What follows belongs to an exercise in optimizing a design on an open flow for small area, a short achievable clock period and few clock cycles per item; a production flow would make more cautious choices.
Only simulation tests tie the RTL to the original design; equivalence was not proved.
No activity file was given, so power comes from the tool's default toggle rates.

==> flow/design.v <==
package efsd_pkg;
    localparam logic RegActive = 1'b0;
    localparam logic RegLimit  = 1'b1;
    localparam logic [4:0]  ActiveReset = 5'd1;
    localparam logic [15:0] LimitReset  = 16'd20;
    localparam logic [31:0] TimeMax = 32'hFFFF_FFFF;
    typedef enum logic [4:0] {
        S_IDLE  = 5'b00001,
        S_SCAN  = 5'b00010,
        S_START = 5'b00100,
        S_SUM   = 5'b01000,
        S_DONE  = 5'b10000
    } t_state;
    typedef struct packed {
        logic [4:0]  active_servers;
        logic [15:0] wait_limit;
    } t_cfg;
    function automatic logic ahead(input logic [31:0] a, input logic [31:0] b,
                                   input logic tie);
        ahead = {a, 1'b0} < {b, tie};
    endfunction
endpackage
module efsd_cfg (
    input  logic                i_clk,
    input  logic                i_rst_n,
    input  logic                psel,
    input  logic                penable,
    input  logic                pwrite,
    input  logic [2:0]          paddr,
    input  logic [31:0]         pwdata,
    output logic [31:0]         prdata,
    output logic                pready,
    output efsd_pkg::t_cfg      o_cfg,
    output logic [15:0]         o_act       
);
    logic [4:0]  r_active;
    logic [15:0] r_limit;
    logic        wr_en;
    logic [15:0] r_act;
    logic [15:0] act_d;
    always_comb begin
        act_d[0] = 1'b1;
        for (int k = 1; k < 16; k++) begin
            act_d[k] = (pwdata[4:0] > 5'(k));
        end
    end
    assign wr_en  = psel & penable & pwrite;
    assign pready = 1'b1;
    always_ff @(posedge i_clk) begin
        if (!i_rst_n) begin
            r_active <= efsd_pkg::ActiveReset;
            r_limit  <= efsd_pkg::LimitReset;
            r_act    <= 16'd1;
        end else if (wr_en) begin
            unique case (paddr[2])
                efsd_pkg::RegActive: begin
                    r_active <= pwdata[4:0];
                    r_act    <= act_d;
                end
                efsd_pkg::RegLimit:  r_limit  <= pwdata[15:0];
                default: ;
            endcase
        end
    end
    always_comb begin
        unique case (paddr[2])
            efsd_pkg::RegActive: prdata = {27'd0, r_active};
            efsd_pkg::RegLimit:  prdata = {16'd0, r_limit};
            default:             prdata = 32'd0;
        endcase
    end
    assign o_cfg.active_servers = r_active;
    assign o_cfg.wait_limit     = r_limit;
    assign o_act                = r_act;
endmodule
module efsd_mem #(
    parameter int DEPTH = 16,
    parameter int AW    = 4
) (
    input  logic             i_clk,
    input  logic             i_rst_n,
    input  logic [DEPTH-1:0] i_act,       
    input  logic [DEPTH-1:0] i_win,       
    input  logic [DEPTH-1:0] i_skip,      
    input  logic             i_wr_en,     
    input  logic [31:0]      i_wr_data,   
    input  logic             i_wr_zero,   
    output logic [DEPTH-1:0] o_sel,       
    output logic [31:0]      o_rd_data,   
    output logic             o_sel_hi     
);
    logic [31:0]      r_mem [DEPTH];
    logic [DEPTH-1:0] r_valid;
    logic [DEPTH-1:0] r_ord [DEPTH];      
    logic [DEPTH-1:0] beats [DEPTH];      
    logic [DEPTH-1:0] below;              
    logic [DEPTH-1:0] bw;                 
    always_comb begin
        for (int k = 0; k < DEPTH; k++) begin
            for (int j = 0; j < DEPTH; j++) begin
                if (k < j) begin
                    beats[k][j] = r_ord[k][j];
                end else if (k > j) begin
                    beats[k][j] = ~r_ord[j][k];
                end else begin
                    beats[k][j] = 1'b1;
                end
            end
        end
    end
    always_comb begin
        for (int k = 0; k < DEPTH; k++) begin
            o_sel[k] = i_act[k] & ~i_skip[k];
            for (int j = 0; j < DEPTH; j++) begin
                if (j != k) begin
                    o_sel[k] = o_sel[k] & (~i_act[j] | i_skip[j] | beats[k][j]);
                end
            end
        end
    end
    always_comb begin
        o_rd_data = '0;
        for (int k = 0; k < DEPTH; k++) begin
            if (o_sel[k] & r_valid[k]) begin
                o_rd_data = o_rd_data | r_mem[k];
            end
        end
    end
    logic [DEPTH-1:0] bw_raw;             
    for (genvar k = 0; k < DEPTH; k++) begin : g_cmp
        efsd_cmp u_cmp (
            .i_a   (i_wr_data),
            .i_b   (r_mem[k]),
            .i_tie (below[k]),
            .o_lt  (bw_raw[k])
        );
    end
    always_comb begin
        for (int k = 0; k < DEPTH; k++) begin
            below[k] = 1'b0;
            for (int j = 0; j < k; j++) begin
                below[k] = below[k] | i_win[j];
            end
        end
        o_sel_hi = |(o_sel & below);
        for (int k = 0; k < DEPTH; k++) begin
            if (r_valid[k]) begin
                bw[k] = bw_raw[k];
            end else begin
                bw[k] = i_wr_zero & below[k];
            end
        end
    end
    always_ff @(posedge i_clk) begin
        for (int k = 0; k < DEPTH; k++) begin
            if (i_wr_en && i_win[k]) begin
                r_mem[k] <= i_wr_data;
            end
        end
    end
    always_ff @(posedge i_clk) begin
        if (!i_rst_n) begin
            r_valid <= '0;
            for (int i = 0; i < DEPTH; i++) begin
                r_ord[i] <= '1;
            end
        end else if (i_wr_en) begin
            r_valid <= r_valid | i_win;
            for (int i = 0; i < DEPTH; i++) begin
                for (int j = i + 1; j < DEPTH; j++) begin
                    if (i_win[i]) begin
                        r_ord[i][j] <= bw[j];
                    end else if (i_win[j]) begin
                        r_ord[i][j] <= ~bw[i];
                    end
                end
            end
        end
    end
endmodule
module efsd_cmp (
    input  logic [31:0] i_a,
    input  logic [31:0] i_b,
    input  logic        i_tie,
    output logic        o_lt
);
    logic [31:0] lt;
    logic [31:0] le;
    always_comb begin
        lt = ~i_a & i_b;
        le = ~i_a | i_b;
        for (int w = 16; w >= 1; w = w / 2) begin
            for (int i = 0; i < w; i++) begin
                lt[i] = lt[2*i+1] | (le[2*i+1] & lt[2*i]);
                le[i] = lt[2*i+1] | (le[2*i+1] & le[2*i]);
            end
        end
    end
    assign o_lt = lt[0] | (le[0] & i_tie);
endmodule
module efsd_add (
    input  logic [31:0] i_a,
    input  logic [15:0] i_b,
    output logic [31:0] o_sum
);
    logic [32:0] sum;
    assign sum   = {1'b0, i_a} + {17'd0, i_b};
    assign o_sum = sum[32] ? 32'hFFFF_FFFF : sum[31:0];
endmodule
module efsd_sub (
    input  logic [31:0] i_a,
    input  logic [31:0] i_b,
    output logic [31:0] o_diff
);
    assign o_diff = i_a - i_b;
endmodule
module efsd_cmp_fast (
    input  logic [31:0] i_a,
    input  logic [31:0] i_b,
    input  logic        i_tie,
    output logic        o_lt
);
    logic [7:0] lt;
    logic [7:0] eq;
    always_comb begin
        for (int g = 0; g < 8; g++) begin
            lt[g] = i_a[4*g +: 4] < i_b[4*g +: 4];
            eq[g] = i_a[4*g +: 4] == i_b[4*g +: 4];
        end
        for (int w = 4; w >= 1; w = w / 2) begin
            for (int i = 0; i < w; i++) begin
                lt[i] = lt[2*i+1] | (eq[2*i+1] & lt[2*i]);
                eq[i] = eq[2*i+1] & eq[2*i];
            end
        end
    end
    assign o_lt = lt[0] | (eq[0] & i_tie);
endmodule
module earliest_free_server_dispatch #(
    parameter int MAX_SERVERS = 16
) (
    input  logic        i_clk,
    input  logic        i_rst_n,
    input  logic        i_valid,
    output logic        o_stall,
    input  logic [31:0] i_arrival_time,
    input  logic [15:0] i_service_time,
    output logic        o_valid,
    input  logic        i_stall,
    output logic [3:0]  o_server_index,
    output logic [31:0] o_start_time,
    output logic [31:0] o_wait_time,
    output logic        o_over_limit,
    output logic [31:0] o_over_total,
    input  logic        psel,
    input  logic        penable,
    input  logic        pwrite,
    input  logic [2:0]  paddr,
    input  logic [31:0] pwdata,
    output logic [31:0] prdata,
    output logic        pready
);
    localparam int N = 16;
    efsd_pkg::t_cfg cfg;
    logic        r_in_full;
    logic [31:0] r_arrival;
    logic [15:0] r_service;
    logic [N-1:0] r_win;
    logic [N-1:0] r_skip;    
    logic [N-1:0] win_d;
    logic [31:0]  r_fb;
    logic         r_out_valid;
    logic [3:0]   r_out_index;
    logic [31:0]  r_out_start;
    logic [31:0]  r_out_wait;
    logic         r_out_over;
    logic [31:0]  r_total;
    logic         accept;
    logic         go;
    logic [N-1:0] act;
    logic [N-1:0] skip;
    logic [N-1:0] sel;
    logic         sel_hi;
    logic [31:0]  f2;
    logic [31:0]  diff;
    logic         late;
    logic [31:0]  sum_a;
    logic [31:0]  sum_f;
    logic [31:0]  start;
    logic [31:0]  wait_t;
    logic [31:0]  end_t;
    logic         over;
    logic         newb;
    logic         newb_lt;
    logic [3:0]   idx;
    efsd_cfg u_cfg (
        .i_clk   (i_clk),
        .i_rst_n (i_rst_n),
        .psel    (psel),
        .penable (penable),
        .pwrite  (pwrite),
        .paddr   (paddr),
        .pwdata  (pwdata),
        .prdata  (prdata),
        .pready  (pready),
        .o_cfg   (cfg),
        .o_act   (act)
    );
    assign skip = r_skip;
    efsd_mem #(
        .DEPTH (N),
        .AW    (4)
    ) u_mem (
        .i_clk     (i_clk),
        .i_rst_n   (i_rst_n),
        .i_act     (act),
        .i_win     (r_win),
        .i_skip    (skip),
        .i_wr_en   (r_in_full),
        .i_wr_data (end_t),
        .i_wr_zero ((r_fb == 32'd0) && (r_arrival == 32'd0) && (r_service == 16'd0)),
        .o_sel     (sel),
        .o_rd_data (f2),
        .o_sel_hi  (sel_hi)
    );
    assign go      = r_in_full & (~r_out_valid | ~i_stall);
    assign o_stall = r_in_full & r_out_valid & i_stall;
    assign accept  = i_valid & ~o_stall;
    efsd_cmp_fast u_cmp_late (
        .i_a   (r_fb),
        .i_b   (r_arrival),
        .i_tie (1'b0),
        .o_lt  (late)
    );
    efsd_sub u_sub (
        .i_a    (r_fb),
        .i_b    (r_arrival),
        .o_diff (diff)
    );
    efsd_add u_add_a (
        .i_a   (r_arrival),
        .i_b   (r_service),
        .o_sum (sum_a)
    );
    efsd_add u_add_f (
        .i_a   (r_fb),
        .i_b   (r_service),
        .o_sum (sum_f)
    );
    assign start  = late ? r_arrival : r_fb;
    assign wait_t = late ? 32'd0 : diff[31:0];
    assign end_t  = late ? sum_a : sum_f;
    assign over   = ~late & ((|diff[31:16]) | (diff[15:0] > cfg.wait_limit));
    efsd_cmp_fast u_cmp_newb (
        .i_a   (end_t),
        .i_b   (f2),
        .i_tie (sel_hi),
        .o_lt  (newb_lt)
    );
    assign newb = ~act[1] | newb_lt;
    assign win_d = (!r_in_full || (go && !newb)) ? sel : r_win;
    always_ff @(posedge i_clk) begin
        if (!i_rst_n) begin
            r_skip <= '0;
        end else if (accept || (r_in_full && !go)) begin
            r_skip <= win_d;
        end else begin
            r_skip <= '0;
        end
    end
    always_ff @(posedge i_clk) begin
        if (!r_in_full || (go && !newb)) begin
            r_win <= sel;
            r_fb  <= f2;
        end else if (go) begin
            r_fb <= end_t;
        end
    end
    always_comb begin
        idx = '0;
        for (int k = 0; k < N; k++) begin
            if (r_win[k]) begin
                idx = idx | 4'(k);
            end
        end
    end
    always_ff @(posedge i_clk) begin
        if (!i_rst_n) begin
            r_in_full <= 1'b0;
        end else begin
            r_in_full <= accept | (r_in_full & ~go);
        end
    end
    always_ff @(posedge i_clk) begin
        if (accept) begin
            r_arrival <= i_arrival_time;
            r_service <= i_service_time;
        end
    end
    always_ff @(posedge i_clk) begin
        if (!i_rst_n) begin
            r_total     <= '0;
            r_out_valid <= 1'b0;
        end else begin
            r_out_valid <= go | (r_out_valid & i_stall);
            if (go && over && (r_total != efsd_pkg::TimeMax)) begin
                r_total <= r_total + 32'd1;
            end
        end
    end
    always_ff @(posedge i_clk) begin
        if (go) begin
            r_out_index <= idx;
            r_out_start <= start;
            r_out_wait  <= wait_t;
            r_out_over  <= over;
        end
    end
    assign o_valid        = r_out_valid;
    assign o_server_index = r_out_index;
    assign o_start_time   = r_out_start;
    assign o_wait_time    = r_out_wait;
    assign o_over_limit   = r_out_over;
    assign o_over_total   = r_total;
endmodule
==> flow/config.mk <==
export PLATFORM = sky130hd
export DESIGN_NAME = earliest_free_server_dispatch
export DESIGN_NICKNAME = earliest_free_server_dispatch
export VERILOG_FILES = /design/flow/design.v
export SDC_FILE = /design/flow/constraint.sdc
export NUM_CORES = 4
export LEC_CHECK = 0
export CAP_MARGIN = 20
export CORE_MARGIN = 2
export CORE_UTILIZATION = 50
export CTS_BUF_LIST = sky130_fd_sc_hd__clkbuf_8
export SETUP_SLACK_MARGIN = 3.5
export SLEW_MARGIN = 20
export SYNTH_HIERARCHICAL = 1
export TNS_END_PERCENT = 0
==> flow/constraint.sdc <==
create_clock -name core_clock -period 8.0 [get_ports {i_clk}]
set_input_delay 1.6000 -clock core_clock [delete_from_list [all_inputs] [get_ports {i_clk}]]
set_output_delay 1.6000 -clock core_clock [all_outputs]
set_load 0.01 [all_outputs]
run.sh (not shown) runs the stock make flow with config.mk's settings and CLKGATE_MAP_FILE= SYNTH_SCRIPT=/design/flow/synth_recipe.tcl, a recipe that flattens the netlist after the stock synthesis.
Testbench counts at the start, summed over its fixed seeds: cycles 12,032, items 12,000.
Edit:
--- a/flow/design.v
+++ b/flow/design.v
@@ -323,13 +323,13 @@
         .o_rd_data (f2),
         .o_sel_hi  (sel_hi)
     );
     assign go      = r_in_full & (~r_out_valid | ~i_stall);
     assign o_stall = r_in_full & r_out_valid & i_stall;
     assign accept  = i_valid & ~o_stall;
-    efsd_cmp_fast u_cmp_late (
+    efsd_cmp u_cmp_late (
         .i_a   (r_fb),
         .i_b   (r_arrival),
         .i_tie (1'b0),
         .o_lt  (late)
     );
     efsd_sub u_sub (
Via count rose slightly.
Clock skew rose by 7.3 ps.
Count of clock-buffer cells in the layout rose by 2.
Worst setup slack improved by 47 ps.
Combinational power fell by about a fifth.
Power fell by a few percent.
Worst hold slack improved by 25 ps.
Final cell count rose slightly.
Testbench counts after the change, summed over its fixed seeds: cycles 12,032, items 12,000.

==> re-timing with driven ports <==
How much do the figures lean on ideal ports? The routed layouts below were timed once more, with nothing changed but the port constraints.
Step 1: set_driving_cell puts a clkbuf_16 on i_clk and a buf_2 on each other input, an assumption about the parent block.
Step 2, shift: input delay + t, output delay - t, t = (earliest + latest rising clock arrival at the registers) / 2. This alone moves slack from input paths to output paths.
a / b / c = ideal / step 1 / step 2; a / b = the first two.
run	shift t [ns]	setup slack, ns	worst setup path at the end	worst register clock-pin slew, ns	pins driven straight from the clock port
the first run	0.970	2.298 / 2.298 / 2.298	register to register	0.07 / 0.07	1
the second run	0.960	2.344 / 2.344 / 2.344	register to register	0.08 / 0.08	1
After both steps setup and hold are still met in every run listed.
